This is an optimization exercise on Yosys and OpenROAD, whose aim is small area, a short achievable clock period and few clock cycles per item, not a production implementation.
Function was checked by simulation only, so behaviour that the tests miss may differ from the original.
Power figures rest on the tool's default switching activity, not on a simulated workload.

==> flow/design.v (outline; a module is shown in full before it is edited, if it fits) <==
// module xjs_seq: 116 lines
// module xjs_step_unit: 2345 lines
// module xoshiro256plus_with_jump_schedule: 82 lines
module xoshiro256plus_with_jump_schedule
(
	input  logic        clk,
	input  logic        arst_n,
	input  logic        req_valid,
	output logic        req_ready,
	input  logic        req_op,
	input  logic [63:0] req_seed,
	output logic        rsp_valid,
	input  logic        rsp_ready,
	output logic [63:0] rsp_value,
	input  logic        cfg_we,
	input  logic        cfg_wdata
);
  // ...
==> flow/run.sh <==
#!/bin/bash
# synth_recipe.tcl (not shown) runs the flow's synth.tcl, then flattens the netlist and writes it again
# the make line also repeats each setting of config.mk as NAME=value (left out here)
make -C /OpenROAD-flow-scripts/flow DESIGN_CONFIG=/design/flow/config.mk WORK_HOME=/design/flow/orfs CLKGATE_MAP_FILE= SYNTH_SCRIPT=/design/flow/synth_recipe.tcl finish
==> flow/config.mk <==
export PLATFORM = sky130hd
export DESIGN_NAME = xoshiro256plus_with_jump_schedule
export DESIGN_NICKNAME = xoshiro256plus_with_jump_schedule
export VERILOG_FILES = /design/flow/design.v
export SDC_FILE = /design/flow/constraint.sdc
export NUM_CORES = 4
export LEC_CHECK = 0
export CAP_MARGIN = 20
export CORE_MARGIN = 2
export CORE_UTILIZATION = 33
export GPL_TIMING_DRIVEN = 0
export SLEW_MARGIN = 20
==> flow/constraint.sdc <==
create_clock -name core_clock -period 5.0 [get_ports {clk}]
set_input_delay 1.0000 -clock core_clock [delete_from_list [all_inputs] [get_ports {clk}]]
set_output_delay 1.0000 -clock core_clock [all_outputs]
set_load 0.01 [all_outputs]
==> summary.txt, run 1 <==
Clock network
  – Num CTS Buffers: between 50 and 60
  – Hold-fix buffers, CTS: 0
  – PostCTS Resize Cnt: about 2900
  – Root Driver: clkbuf_16
  – Post-CTS Setup Inserts: 667
  – Clock H-tree levels: 2
  – Clock sink count: about 590
  – Clock tree buffer depth: 3

Floorplanning
  – IO Count: about 140
  – Die height: 549 um
  – Initial Utilization: roughly a third
  – Die X: ~550 um
  – # rows: 199

Synthesis
  – Synthesized flop and latch total: 593
  – Yosys top cell area share: between 30% and 40%
  – Top cells by area, synth: xnor2_1, xnor3_1, xor2_1
  – Main synth FF type: dfrtp_1
  – Most area-hungry cell type in the Yosys netlist: xnor2_1
  – Seq/Total Area, Yosys: between 10% and 20%
  – Synth Area in Compound Gates: between 7 and 8%
  – Synth Area in XOR/XNOR: just under 70%
  – Post-synthesis mux area share: ~1.1%
  – Count leader, synth: xnor2_1
  – Post-synth EDFFs: 64
  – Cell variety after synth: 80
  – Post-synthesis simple-gate area fraction: under 10%
  – Syn_area_per_cell: between 10 and 15 um2
  – Async SR Flop Fraction: a little under half
  – Synth Net Count: 9576
  – Mapped Area: 0.0979 mm2
  – Cell count after synthesis: 9441
  – Yosys warning total: 3
  – Adder-cell share of the synthesized area: less than 1%
  – Leading cell types by count after synthesis: xnor2_1, xor2_1, xnor3_1, nand2_1, a22oi_1

Run status
  – Failed at: 5_1_grt
  – Status: aborted with a tool error
  – Run Error: [ERROR GRT-0116] Global routing finished with congestion. Check the congestion regions in the DRC Viewer.

Place
  – Post-DP HPWL: roughly 930000 um
  – Pre-CTS setup slack: -3.65 ns
  – IO Port Bufs: ~110
  – Placed Cells incl. Taps: about 14000
  – GPL Wtd Cong: 1.49
  – Post-DP Area: around 0.11 mm2

Global route
  – Largest net degree at the start of global routing: between 80 and 90
Testbench counts, summed over its fixed seeds: cycles 3,511, draws 1,160.
==> module xjs_seq, before the edit <==
module xjs_seq #(
	parameter int NCHUNK = 4
) (
	input  logic              clk,
	input  logic              arst_n,
	input  logic              req_valid,
	input  logic              req_op,
	output logic              req_ready,
	input  logic              rsp_ready,
	output logic              rsp_valid,
	input  logic              cfg_we,
	input  logic              cfg_wdata,
	output logic              load_seed,   
	output logic              load_y,      
	output logic              out_load,    
	output logic [NCHUNK-1:0] chunk_sel,   
	output logic              x_u,         
	output logic              x_acc,       
	output logic              g_short,     
	output logic              g_long       
);
	localparam logic OP_RESEED = 1'b0;
	localparam logic [2:0] COUNT_LAST = 3'd5;
	logic              pend_q;
	logic              valid_q;
	logic              sched_on_q, sched_on_d;
	logic [2:0]        count_q, count_d;
	logic [2:0]        count_inc;
	logic              busy_q, busy_d;
	logic              long_q, long_d;
	logic [NCHUNK-1:0] chunk_q, chunk_d;   
	logic              jl_q, js_q;         
	logic              jl_d, js_d;
	logic [2:0]        inc_d;
	logic              out_free;
	logic              take;
	logic              draw;
	logic              last;
	assign out_free  = !valid_q || rsp_ready;
	assign out_load  = pend_q && out_free;
	assign req_ready = !busy_q && (!pend_q || out_free);
	assign take      = req_valid && req_ready;
	assign draw      = take && (req_op != OP_RESEED);
	assign rsp_valid = valid_q;
	assign last      = busy_q && chunk_q[0];
	assign load_seed = take && (req_op == OP_RESEED);
	assign load_y    = (draw && !(jl_q || js_q)) || last;
	assign count_inc = (count_q == COUNT_LAST) ? 3'd0 : count_q + 3'd1;
	always_comb begin
		count_d    = count_q;
		sched_on_d = sched_on_q;
		busy_d     = busy_q;
		long_d     = long_q;
		chunk_d    = chunk_q;
		if (take) begin
			count_d = (req_op == OP_RESEED) ? 3'd0 : count_inc;
		end
		if (cfg_we) begin
			sched_on_d = cfg_wdata;
		end
		if (draw && (jl_q || js_q)) begin
			busy_d  = 1'b1;
			long_d  = jl_q;
			chunk_d = chunk_q >> 1;
		end else if (last) begin
			busy_d  = 1'b0;
			chunk_d = '0;
			chunk_d[NCHUNK-1] = 1'b1;
		end else if (busy_q) begin
			chunk_d = chunk_q >> 1;
		end
	end
	assign inc_d = (count_d == COUNT_LAST) ? 3'd0 : count_d + 3'd1;
	assign jl_d  = sched_on_d && ((inc_d == 3'd0) || (inc_d == 3'd3));
	assign js_d  = sched_on_d && ((inc_d == 3'd2) || (inc_d == 3'd4));
	always_ff @(posedge clk or negedge arst_n) begin
		if (!arst_n) begin
			pend_q     <= 1'b0;
			valid_q    <= 1'b0;
			count_q    <= 3'd0;
			sched_on_q <= 1'b1;
			busy_q     <= 1'b0;
			long_q     <= 1'b0;
			chunk_q    <= {1'b1, {(NCHUNK-1){1'b0}}};
			jl_q       <= 1'b0;
			js_q       <= 1'b0;
			x_u        <= 1'b1;
			x_acc      <= 1'b0;
			g_long     <= 1'b0;
			g_short    <= 1'b0;
		end else begin
			if (load_y) begin
				pend_q <= 1'b1;
			end else if (out_load) begin
				pend_q <= 1'b0;
			end
			if (out_load) begin
				valid_q <= 1'b1;
			end else if (rsp_ready) begin
				valid_q <= 1'b0;
			end
			count_q    <= count_d;
			sched_on_q <= sched_on_d;
			busy_q     <= busy_d;
			long_q     <= long_d;
			chunk_q    <= chunk_d;
			jl_q       <= jl_d;
			js_q       <= js_d;
			x_u        <= !busy_d && !(jl_d || js_d);
			x_acc      <= busy_d;
			g_long     <= busy_d ? long_d : jl_d;
			g_short    <= busy_d ? !long_d : js_d;
		end
	end
	assign chunk_sel = chunk_q;
endmodule
==> module xoshiro256plus_with_jump_schedule, before the edit <==
module xoshiro256plus_with_jump_schedule
(
	input  logic        clk,
	input  logic        arst_n,
	input  logic        req_valid,
	output logic        req_ready,
	input  logic        req_op,
	input  logic [63:0] req_seed,
	output logic        rsp_valid,
	input  logic        rsp_ready,
	output logic [63:0] rsp_value,
	input  logic        cfg_we,
	input  logic        cfg_wdata
);
	localparam int NCHUNK = 4;
	logic              load_seed;
	logic              load_y;
	logic              out_load;
	logic [NCHUNK-1:0] chunk_sel;
	logic              x_u;
	logic              x_acc;
	logic              g_short;
	logic              g_long;
	logic [255:0]      u_q;
	logic [255:0]      acc_q;
	logic [255:0]      y, yr;
	logic [63:0]       w0, w3;
	logic [63:0]       value_q;
	xjs_seq #(
		.NCHUNK (NCHUNK)
	) u_seq (
		.clk       (clk),
		.arst_n    (arst_n),
		.req_valid (req_valid),
		.req_op    (req_op),
		.req_ready (req_ready),
		.rsp_ready (rsp_ready),
		.rsp_valid (rsp_valid),
		.cfg_we    (cfg_we),
		.cfg_wdata (cfg_wdata),
		.load_seed (load_seed),
		.load_y    (load_y),
		.out_load  (out_load),
		.chunk_sel (chunk_sel),
		.x_u       (x_u),
		.x_acc     (x_acc),
		.g_short   (g_short),
		.g_long    (g_long)
	);
	xjs_step_unit u_step (
		.u         (u_q),
		.acc       (acc_q),
		.seed      (req_seed),
		.chunk_sel (chunk_sel),
		.x_u       (x_u),
		.x_acc     (x_acc),
		.g_short   (g_short),
		.g_long    (g_long),
		.y         (y),
		.yr        (yr),
		.w0        (w0),
		.w3        (w3)
	);
	always_ff @(posedge clk or negedge arst_n) begin
		if (!arst_n) begin
			u_q <= '0;
		end else if (load_seed) begin
			u_q <= yr;
		end else if (load_y) begin
			u_q <= y;
		end
	end
	always_ff @(posedge clk) begin
		acc_q <= y;
	end
	always_ff @(posedge clk) begin
		if (out_load) begin
			value_q <= w0 + w3;
		end
	end
	assign rsp_value = value_q;
endmodule
==> run 2: changes to the inputs <==
--- a/flow/design.v
+++ b/flow/design.v
@@ -11,16 +11,17 @@
 	input  logic              cfg_we,
 	input  logic              cfg_wdata,
 	output logic              load_seed,   
 	output logic              load_y,      
 	output logic              out_load,    
 	output logic [NCHUNK-1:0] chunk_sel,   
 	output logic              x_u,         
 	output logic              x_acc,       
+	output logic              e_on,        
 	output logic              g_short,     
 	output logic              g_long       
 );
 	localparam logic OP_RESEED = 1'b0;
 	localparam logic [2:0] COUNT_LAST = 3'd5;
 	logic              pend_q;
 	logic              valid_q;
 	logic              sched_on_q, sched_on_d;
@@ -31,62 +32,71 @@
 	logic [NCHUNK-1:0] chunk_q, chunk_d;   
 	logic              jl_q, js_q;         
 	logic              jl_d, js_d;
 	logic [2:0]        inc_d;
 	logic              out_free;
 	logic              take;
 	logic              draw;
 	logic              last;
+	logic              tail_q, tail_d;     
+	logic              first_q, first_d;   
 	assign out_free  = !valid_q || rsp_ready;
 	assign out_load  = pend_q && out_free;
 	assign req_ready = !busy_q && (!pend_q || out_free);
 	assign take      = req_valid && req_ready;
 	assign draw      = take && (req_op != OP_RESEED);
 	assign rsp_valid = valid_q;
-	assign last      = busy_q && chunk_q[0];
+	assign last      = busy_q && tail_q;
 	assign load_seed = take && (req_op == OP_RESEED);
 	assign load_y    = (draw && !(jl_q || js_q)) || last;
 	assign count_inc = (count_q == COUNT_LAST) ? 3'd0 : count_q + 3'd1;
 	always_comb begin
 		count_d    = count_q;
 		sched_on_d = sched_on_q;
 		busy_d     = busy_q;
 		long_d     = long_q;
 		chunk_d    = chunk_q;
+		tail_d     = tail_q;
+		first_d    = 1'b0;
 		if (take) begin
 			count_d = (req_op == OP_RESEED) ? 3'd0 : count_inc;
 		end
 		if (cfg_we) begin
 			sched_on_d = cfg_wdata;
 		end
 		if (draw && (jl_q || js_q)) begin
 			busy_d  = 1'b1;
+			first_d = 1'b1;
 			long_d  = jl_q;
 			chunk_d = chunk_q >> 1;
 		end else if (last) begin
 			busy_d  = 1'b0;
+			tail_d  = 1'b0;
 			chunk_d = '0;
 			chunk_d[NCHUNK-1] = 1'b1;
 		end else if (busy_q) begin
 			chunk_d = chunk_q >> 1;
+			tail_d  = chunk_q[0];
 		end
 	end
 	assign inc_d = (count_d == COUNT_LAST) ? 3'd0 : count_d + 3'd1;
 	assign jl_d  = sched_on_d && ((inc_d == 3'd0) || (inc_d == 3'd3));
 	assign js_d  = sched_on_d && ((inc_d == 3'd2) || (inc_d == 3'd4));
 	always_ff @(posedge clk or negedge arst_n) begin
 		if (!arst_n) begin
 			pend_q     <= 1'b0;
 			valid_q    <= 1'b0;
 			count_q    <= 3'd0;
 			sched_on_q <= 1'b1;
 			busy_q     <= 1'b0;
 			long_q     <= 1'b0;
 			chunk_q    <= {1'b1, {(NCHUNK-1){1'b0}}};
+			tail_q     <= 1'b0;
+			first_q    <= 1'b0;
 			jl_q       <= 1'b0;
 			js_q       <= 1'b0;
 			x_u        <= 1'b1;
 			x_acc      <= 1'b0;
 			g_long     <= 1'b0;
 			g_short    <= 1'b0;
 		end else begin
 			if (load_y) begin
@@ -99,35 +109,41 @@
 			end else if (rsp_ready) begin
 				valid_q <= 1'b0;
 			end
 			count_q    <= count_d;
 			sched_on_q <= sched_on_d;
 			busy_q     <= busy_d;
 			long_q     <= long_d;
 			chunk_q    <= chunk_d;
+			tail_q     <= tail_d;
+			first_q    <= first_d;
 			jl_q       <= jl_d;
 			js_q       <= js_d;
 			x_u        <= !busy_d && !(jl_d || js_d);
-			x_acc      <= busy_d;
+			x_acc      <= busy_d && !first_d;
 			g_long     <= busy_d ? long_d : jl_d;
 			g_short    <= busy_d ? !long_d : js_d;
 		end
 	end
 	assign chunk_sel = chunk_q;
+	assign e_on      = busy_q;
 endmodule
 module xjs_step_unit (
 	input  logic [255:0] u,
 	input  logic [255:0] acc,
 	input  logic [63:0]  seed,
 	input  logic [3:0]   chunk_sel,   
 	input  logic         x_u,
 	input  logic         x_acc,
 	input  logic         g_short,
 	input  logic         g_long,
+	input  logic [255:0] e,         
+	input  logic         e_on,
+	output logic [255:0] eng,       
 	output logic [255:0] y,
 	output logic [255:0] yr,
 	output logic [63:0]  w0,
 	output logic [63:0]  w3
 );
 	logic [63:0] uc;
 	logic [255:0] x, cx, es, el;
 	logic [1229:0] v;
@@ -2068,17 +2084,18 @@
 	assign cx[248] = (x[248] ^ (x[184] ^ x[203]));
 	assign cx[249] = (x[249] ^ (x[185] ^ x[204]));
 	assign cx[250] = (x[250] ^ (x[186] ^ x[205]));
 	assign cx[251] = (x[251] ^ (x[187] ^ x[206]));
 	assign cx[252] = (x[252] ^ (x[188] ^ x[207]));
 	assign cx[253] = (x[253] ^ (x[189] ^ x[208]));
 	assign cx[254] = (x[254] ^ (x[190] ^ x[209]));
 	assign cx[255] = (x[255] ^ (x[191] ^ x[210]));
-	assign y = cx ^ (es & {256{g_short}}) ^ (el & {256{g_long}});
+	assign eng = (es & {256{g_short}}) | (el & {256{g_long}});
+	assign y = cx ^ (e & {256{e_on}});
 	assign yr[0] = ~(seed[26] ^ (seed[0] ^ seed[19]));
 	assign yr[1] = ~(seed[27] ^ (seed[1] ^ seed[20]));
 	assign yr[2] = ~(seed[28] ^ (seed[2] ^ seed[21]));
 	assign yr[3] = (seed[29] ^ (seed[3] ^ seed[22]));
 	assign yr[4] = ~(seed[30] ^ (seed[4] ^ seed[23]));
 	assign yr[5] = ~(seed[31] ^ (seed[5] ^ seed[24]));
 	assign yr[6] = (seed[32] ^ (seed[6] ^ seed[25]));
 	assign yr[7] = (seed[33] ^ (seed[7] ^ seed[26]));
@@ -2477,16 +2494,18 @@
 	logic              load_seed;
 	logic              load_y;
 	logic              out_load;
 	logic [NCHUNK-1:0] chunk_sel;
 	logic              x_u;
 	logic              x_acc;
 	logic              g_short;
 	logic              g_long;
+	logic              e_on;
+	logic [255:0]      eng, eng_q;
 	logic [255:0]      u_q;
 	logic [255:0]      acc_q;
 	logic [255:0]      y, yr;
 	logic [63:0]       w0, w3;
 	logic [63:0]       value_q;
 	xjs_seq #(
 		.NCHUNK (NCHUNK)
 	) u_seq (
@@ -2501,27 +2520,31 @@
 		.cfg_wdata (cfg_wdata),
 		.load_seed (load_seed),
 		.load_y    (load_y),
 		.out_load  (out_load),
 		.chunk_sel (chunk_sel),
 		.x_u       (x_u),
 		.x_acc     (x_acc),
 		.g_short   (g_short),
-		.g_long    (g_long)
+		.g_long    (g_long),
+		.e_on      (e_on)
 	);
 	xjs_step_unit u_step (
 		.u         (u_q),
 		.acc       (acc_q),
 		.seed      (req_seed),
 		.chunk_sel (chunk_sel),
 		.x_u       (x_u),
 		.x_acc     (x_acc),
 		.g_short   (g_short),
 		.g_long    (g_long),
+		.e         (eng_q),
+		.e_on      (e_on),
+		.eng       (eng),
 		.y         (y),
 		.yr        (yr),
 		.w0        (w0),
 		.w3        (w3)
 	);
 	always_ff @(posedge clk or negedge arst_n) begin
 		if (!arst_n) begin
 			u_q <= '0;
@@ -2530,14 +2553,17 @@
 		end else if (load_y) begin
 			u_q <= y;
 		end
 	end
 	always_ff @(posedge clk) begin
 		acc_q <= y;
 	end
 	always_ff @(posedge clk) begin
+		eng_q <= eng;
+	end
+	always_ff @(posedge clk) begin
 		if (out_load) begin
 			value_q <= w0 + w3;
 		end
 	end
 	assign rsp_value = value_q;
 endmodule
==> flow/config.mk (replaced) <==
export PLATFORM = sky130hd
export DESIGN_NAME = xoshiro256plus_with_jump_schedule
export DESIGN_NICKNAME = xoshiro256plus_with_jump_schedule
export VERILOG_FILES = /design/flow/design.v
export SDC_FILE = /design/flow/constraint.sdc
export NUM_CORES = 4
export LEC_CHECK = 0
export CAP_MARGIN = 20
export CORE_MARGIN = 2
export CORE_UTILIZATION = 33
export SLEW_MARGIN = 20
==> summary.txt, run 2 <==
Synthesis
  – Syn_area_per_cell: 9.26 um2 (-11%)
  – Leading cell types by count after synthesis: xnor2_1, xor2_1, nand2_1, dfxtp_1, a22oi_1
  – Most area-hungry cell type in the Yosys netlist: xnor2_1
  – Synthesized flop and latch total: 851 (+44%)
  – Mapped Area: 0.0927 mm2 (-5.3%)
  – Synth Net Count: 10148 (+6.0%)
  – Yosys warning total: 3 (unchanged)
  – Top cells by area, synth: xnor2_1, xor2_1, dfxtp_1
  – Main synth FF type: dfxtp_1
  – Async SR Flop Fraction: 32.3% (-14 points)
  – Yosys top cell area share: 41.9% (+8.4 points)
  – Cell variety after synth: 70 (-13%)
  – Count leader, synth: xnor2_1
  – Cell count after synthesis: 10013 (+6.1%)
  – Post-synth EDFFs: 64 (unchanged)
  – Seq/Total Area, Yosys: 20.6% (+6.4 points)

Clock network
  – Hold-fix buffers, CTS: 0 (unchanged)
  – Post-CTS Setup Inserts: 0 (-100%)
  – Root Driver: clkbuf_16
  – Clock sink count: 851 (+44%)
  – PostCTS Resize Cnt: 0 (-100%)
  – Clock tree buffer depth: 3 (unchanged)
  – Clock H-tree levels: 3 (+1)
  – Num CTS Buffers: 102 (+89%)

Floorplanning
  – Die X: 534 um (-2.7%)
  – IO Count: 137 (unchanged)
  – Initial Utilization: 33.2% (-0.050 points)
  – # rows: 194 (-2.5%)
  – Die height: 534 um (-2.7%)

Place
  – Pre-CTS setup slack: 0.00687 ns (+3.66 ns)
  – Post-DP HPWL: 799000 um (-14%)
  – IO Port Bufs: 136 (+27%)
  – Post-DP Area: 0.124 mm2 (+8.5%)
  – GPL Wtd Cong: 1.28 (-14%)

Global route
  – Largest net degree at the start of global routing: about 120

Run status
  – Failed at: 5_1_grt
  – Status: aborted with a tool error
  – Run Error: [ERROR GRT-0116] Global routing finished with congestion. Check the congestion regions in the DRC Viewer.
==> run 2: cell types whose count changed after synthesis, sizes merged, moves of 46 or more <==
| cell | previous run | this run |
|---|---|---|
| mux2i | 105 | 56 |
| xnor2 | 3883 | 4524 |
| xor2 | 1080 | 1826 |
| dfxtp | 256 | 512 |
| nand2 | 617 | 663 |
| and2 | 71 | 5 |
| a31oi | 17 | 84 |
| buf | 374 | 325 |
| a22oi | 335 | 413 |
| o21ai | 170 | 107 |
| nor2 | 254 | 185 |
| o22ai | 11 | 235 |
| xnor3 | 961 | 3 |
==> run 2: cells by family after synthesis <==
group | count (synthesis) | share of synthesized area, %
AO/OA/AOI/OAI | 1135 | 8.55
XOR/XNOR | 6354 | 62.2
adder cells (fa/ha/maj) | 64 | 0.872
buffers and inverters | 606 | 2.99
flip-flops | 851 | 20.6
multiplexers | 58 | 0.629
AND/OR/NAND/NOR | 945 | 4.24
==> run 2: how the worst max path moves through the flow <==
stage | endpoint | startpoint | slack (ns)
2_1_floorplan | value_q[61] | u_q[219] | 1.26
3_3_place_gp | value_q[61] | u_q[217] | -0.20
3_5_place_dp | value_q[61] | u_q[217] | 0.007
4_1_cts | value_q[61] | u_q[134] | 0.01
==> run 2: power by group through the flow <==
stage / clock (mW) / sequential (mW) / combinational (mW)
CTS: 8.21 / 16.7 / 1130
global placement: 0 / 16.7 / 1130
detailed placement: 0 / 16.8 / 1120
floorplan: 0 / 15.7 / 457
==> run 2: metrics by stage <==
step | instances | utilization, % | TNS (ns)
CTS | 16444 | 45.8 | 0
detailed placement | 16250 | 44.6 | 0
floorplan | 10013 | - | 0
global placement | 16248 | 44.5 | -0.467
Testbench counts of run 2, summed over its fixed seeds: cycles 4,276, draws 1,160.
